From an optimization exercise on the open Yosys and OpenROAD flow, aimed at small area and a short achievable clock period; shortcuts taken in it are not production practice. At most, simulation tests tie the RTL to the original design; equivalence was not proved.

Setup of the previous run:
Design ex_unit, start of the top module:
module ex_unit (
    input  logic        clk,
    input  logic        reset_i,
    input  logic        issue_valid_i,
    input  logic [31:0] issue_pc_i,
    input  logic [31:0] issue_inst_i,
    input  logic [31:0] issue_rs1_i,
    input  logic [31:0] issue_rs2_i,
    output logic        wb_we_o,
    output logic [4:0]  wb_rd_o,
    output logic [31:0] wb_data_o,
    output logic        jump_flag_o,
    output logic [31:0] jump_addr_o
);
    ex_top u_top (
        .clk(clk), .reset_i(reset_i), .valid_i(issue_valid_i), .pc_i(issue_pc_i),
        .inst_i(issue_inst_i), .rs1_i(issue_rs1_i), .rs2_i(issue_rs2_i),
        .wb_we_o(wb_we_o), .wb_rd_o(wb_rd_o), .wb_data_o(wb_data_o),
        .jump_flag_o(jump_flag_o), .jump_addr_o(jump_addr_o)
    );
endmodule
Size: roughly 1200 cells after synthesis, about 190 flip-flops, about 200 I/O pins, about 0.011 sq mm of cells after synthesis.
==> module ex_decode, before the edit <==
module ex_decode (
    input  logic        clk,
    input  logic        reset_i,
    input  logic        valid_i,
    input  logic [31:0] pc_i,
    input  logic [31:0] inst_i,
    input  logic [31:0] rs1_i,
    input  logic [31:0] rs2_i,
    output logic [31:0] x_o,       
    output logic [31:0] y_o,       
    output logic [31:0] pc_o,      
    output logic        cin_o,     
    output logic        s_add_o,   
    output logic        s_sr_o,
    output logic        s_sl_o,
    output logic        s_p_o,
    output logic        s_g_o,
    output logic        s_slt_o,
    output logic        s_sltu_o,
    output logic        s_link_o,
    output logic        arith_o,
    output logic        we_o,
    output logic [4:0]  rd_o,
    output logic        jmp_o,     
    output logic        br_o,      
    output logic        ceq_o,     
    output logic        cu_o,      
    output logic        neg_o,     
    output logic        eq_o,      
    output logic        lt_o,      
    output logic        ltu_o,     
    output logic        bit0_o     
);
    logic [6:0] opc;
    logic [2:0] f3;
    logic       alt;
    logic       ok;
    logic       is_op, is_opimm, is_alu, is_lui, is_auipc, is_jal, is_jalr, is_br;
    logic       f_add, f_sub, f_sll, f_slt, f_sltu, f_xor, f_sr, f_or, f_and;
    logic       inv;
    logic       eq, lt, ltu;
    logic [31:0] imm_i, imm_u, imm_b, imm_j;
    logic [31:0] rs1_rev;
    logic [31:0] x_d, y_d;
    assign opc = inst_i[6:0];
    assign f3  = inst_i[14:12];
    assign alt = inst_i[30];
    assign ok  = valid_i & ~reset_i;
    assign is_op    = opc == ex_pkg::op_reg;
    assign is_opimm = opc == ex_pkg::op_imm;
    assign is_alu   = is_op | is_opimm;
    assign is_lui   = opc == ex_pkg::op_lui;
    assign is_auipc = opc == ex_pkg::op_auipc;
    assign is_jal   = opc == ex_pkg::op_jal;
    assign is_jalr  = (opc == ex_pkg::op_jalr) & (f3 == 3'b000);
    assign is_br    = (opc == ex_pkg::op_branch) & (f3[2:1] != 2'b01);
    assign f_sub  = is_op & (f3 == 3'b000) & alt;
    assign f_add  = is_alu & (f3 == 3'b000) & ~f_sub;
    assign f_sll  = is_alu & (f3 == 3'b001);
    assign f_slt  = is_alu & (f3 == 3'b010);
    assign f_sltu = is_alu & (f3 == 3'b011);
    assign f_xor  = is_alu & (f3 == 3'b100);
    assign f_sr   = is_alu & (f3 == 3'b101);
    assign f_or   = is_alu & (f3 == 3'b110);
    assign f_and  = is_alu & (f3 == 3'b111);
    assign inv    = f_sub | f_slt | f_sltu;
    assign imm_i = {{20{inst_i[31]}}, inst_i[31:20]};
    assign imm_u = {inst_i[31:12], 12'b0};
    assign imm_b = {{20{inst_i[31]}}, inst_i[7], inst_i[30:25], inst_i[11:8], 1'b0};
    assign imm_j = {{12{inst_i[31]}}, inst_i[19:12], inst_i[20], inst_i[30:21], 1'b0};
    always_comb begin
        for (int i = 0; i < 32; i++) rs1_rev[i] = rs1_i[31-i];
    end
    assign x_d = ({32{(is_alu & ~f_sll) | is_jalr}} & rs1_i)
               | ({32{f_sll}} & rs1_rev)
               | ({32{is_auipc | is_jal | is_br}} & pc_i);
    assign y_d = ({32{is_op}} & rs2_i)
               | ({32{is_opimm | is_jalr}} & imm_i)
               | ({32{is_lui | is_auipc}} & imm_u)
               | ({32{is_br}} & imm_b)
               | ({32{is_jal}} & imm_j);
    logic [30:0] cl, ce;
    logic        e31;
    always_comb begin
        cl = ~rs1_i[30:0] & rs2_i[30:0];
        ce = ~(rs1_i[30:0] ^ rs2_i[30:0]);
        for (int s = 1; s < 32; s = s * 2) begin
            for (int i = 0; i + s < 31; i = i + 2 * s) begin
                cl[i] = cl[i+s] | (ce[i+s] & cl[i]);
                ce[i] = ce[i+s] & ce[i];
            end
        end
    end
    assign e31 = ~(rs1_i[31] ^ rs2_i[31]);
    assign eq  = e31 & ce[0];
    assign ltu = (~rs1_i[31] & rs2_i[31]) | (e31 & cl[0]);
    assign lt  = (rs1_i[31] & ~rs2_i[31]) | (e31 & cl[0]);
    always_ff @(posedge clk) begin
        x_o      <= x_d;
        y_o      <= y_d ^ {32{inv}};
        pc_o     <= pc_i;
        cin_o    <= inv;
        s_add_o  <= ok & (f_add | f_sub | is_lui | is_auipc);
        s_sr_o   <= ok & f_sr;
        s_sl_o   <= ok & f_sll;
        s_p_o    <= ok & (f_xor | f_or);
        s_g_o    <= ok & (f_and | f_or);
        s_slt_o  <= ok & f_slt;
        s_sltu_o <= ok & f_sltu;
        s_link_o <= ok & (is_jal | is_jalr);
        arith_o  <= alt & ~f_sll;
        we_o     <= ok & (is_alu | is_lui | is_auipc | is_jal | is_jalr);
        rd_o     <= inst_i[11:7] & {5{ok & (is_alu | is_lui | is_auipc | is_jal | is_jalr)}};
        jmp_o    <= ok & (is_jal | is_jalr);
        br_o     <= ok & is_br;
        ceq_o    <= ~f3[2];
        cu_o     <= f3[1];
        neg_o    <= f3[0];
        eq_o     <= eq;
        lt_o     <= lt;
        ltu_o    <= ltu;
        bit0_o   <= ~is_jalr;
    end
endmodule
clock: 5.0 ns
lec_check: 0
cap_margin: 20
core_margin: 2
core_utilization: 40
cts_buf_list: sky130_fd_sc_hd__clkbuf_8
setup_slack_margin: 2.45
slew_margin: 20
standard.sh (not shown) runs the stock make flow with config.mk's settings and CLKGATE_MAP_FILE= SYNTH_SCRIPT=/design/flow/synth_recipe.tcl, a recipe that flattens the netlist after the stock synthesis.
==> flow/flow/run.sh <==
#!/bin/bash
# Standard ORFS layout; only the port buffers differ: small buffers instead of
# the resizer's default pick.
set -euo pipefail
export BUFFER_PORTS_ARGS="-buffer_cell sky130_fd_sc_hd__buf_1"
bash standard.sh > standard.log 2>&1
Inputs modified between the previous run and the current run:
--- a/flow/design.v
+++ b/flow/design.v
@@ -50,7 +50,6 @@
     logic       ok;
     logic       is_op, is_opimm, is_alu, is_lui, is_auipc, is_jal, is_jalr, is_br;
     logic       f_add, f_sub, f_sll, f_slt, f_sltu, f_xor, f_sr, f_or, f_and;
-    logic       inv;
     logic       eq, lt, ltu;
     logic [31:0] imm_i, imm_u, imm_b, imm_j;
     logic [31:0] rs1_rev;
@@ -76,7 +75,6 @@
     assign f_sr   = is_alu & (f3 == 3'b101);
     assign f_or   = is_alu & (f3 == 3'b110);
     assign f_and  = is_alu & (f3 == 3'b111);
-    assign inv    = f_sub | f_slt | f_sltu;
     assign imm_i = {{20{inst_i[31]}}, inst_i[31:20]};
     assign imm_u = {inst_i[31:12], 12'b0};
     assign imm_b = {{20{inst_i[31]}}, inst_i[7], inst_i[30:25], inst_i[11:8], 1'b0};
@@ -84,14 +82,23 @@
     always_comb begin
         for (int i = 0; i < 32; i++) rs1_rev[i] = rs1_i[31-i];
     end
-    assign x_d = ({32{(is_alu & ~f_sll) | is_jalr}} & rs1_i)
-               | ({32{f_sll}} & rs1_rev)
-               | ({32{is_auipc | is_jal | is_br}} & pc_i);
-    assign y_d = ({32{is_op}} & rs2_i)
-               | ({32{is_opimm | is_jalr}} & imm_i)
-               | ({32{is_lui | is_auipc}} & imm_u)
-               | ({32{is_br}} & imm_b)
-               | ({32{is_jal}} & imm_j);
+    logic o_alu, o_sll, o_rs2, o_immi, o_immu, o_pc, o_jal, o_inv;
+    assign o_alu  = inst_i[4] & ~inst_i[2];
+    assign o_sll  = o_alu & (f3 == 3'b001);
+    assign o_rs2  = ~inst_i[2] & (inst_i[5] | ~inst_i[4]);
+    assign o_immi = inst_i[2] ? ~inst_i[4] & ~inst_i[3] : ~inst_i[5] & inst_i[4];
+    assign o_immu = inst_i[4] & inst_i[2];
+    assign o_jal  = inst_i[3];
+    assign o_pc   = inst_i[2] & ~inst_i[5] | inst_i[3] | ~inst_i[4] & ~inst_i[2];
+    assign o_inv  = o_alu & ((f3 == 3'b000) & alt & inst_i[5] | (f3[2:1] == 2'b01));
+    assign x_d = ({32{~o_pc & ~o_sll & ~(inst_i[4] & inst_i[5] & inst_i[2])}} & rs1_i)
+               | ({32{o_sll}} & rs1_rev)
+               | ({32{o_pc}} & pc_i);
+    assign y_d = ({32{o_rs2 & o_alu}} & rs2_i)
+               | ({32{o_immi}} & imm_i)
+               | ({32{o_immu}} & imm_u)
+               | ({32{~inst_i[4] & ~inst_i[2]}} & imm_b)
+               | ({32{o_jal}} & imm_j);
     logic [30:0] cl, ce;
     logic        e31;
     always_comb begin
@@ -110,9 +117,9 @@
     assign lt  = (rs1_i[31] & ~rs2_i[31]) | (e31 & cl[0]);
     always_ff @(posedge clk) begin
         x_o      <= x_d;
-        y_o      <= y_d ^ {32{inv}};
+        y_o      <= y_d ^ {32{o_inv}};
         pc_o     <= pc_i;
-        cin_o    <= inv;
+        cin_o    <= o_inv;
         s_add_o  <= ok & (f_add | f_sub | is_lui | is_auipc);
         s_sr_o   <= ok & f_sr;
         s_sl_o   <= ok & f_sll;
Results
Changes observed in the current run relative to the previous run: via total after detailed routing -3.8%; length of routed wiring on met1 fell by 0.39%; critical path depth rose by 1; hold slack went down 7.0 ps; worst-case setup margin in the final layout went up.
The higher count of cell types in the netlist came out of the previous run.
Clock-buffer cell count | the current run above the previous run
Only the layout flow was run in the previous run; the RTL was not checked for function there.

## what the ideal ports hide
Ports are ideal in the flow. The routed layouts listed here were re-timed in OpenROAD.
Step 1, drivers: a clkbuf_16 drives clk and a buf_2 each remaining input, both assumed.
Step 2 moves the port delays by t, midway between the first and last clock arrival at a register: inputs arrive t later, outputs are due t later. That takes back most of the time a late clock gives input paths.
a / b / c = ideal / step 1 / step 2; a / b = the first two.
run	t (ns)	setup slack, ns	worst register clock-pin slew, ns
the previous run	0.527	2.452 / 2.452 / 2.019	0.12 / 0.12
the current run	0.524	2.463 / 2.463 / 2.001	0.11 / 0.11
After both steps every run listed still meets setup and hold. For the current run, which loses most, drivers alone change the setup slack by 0.000 ns; drivers and shift together by -0.462 ns.
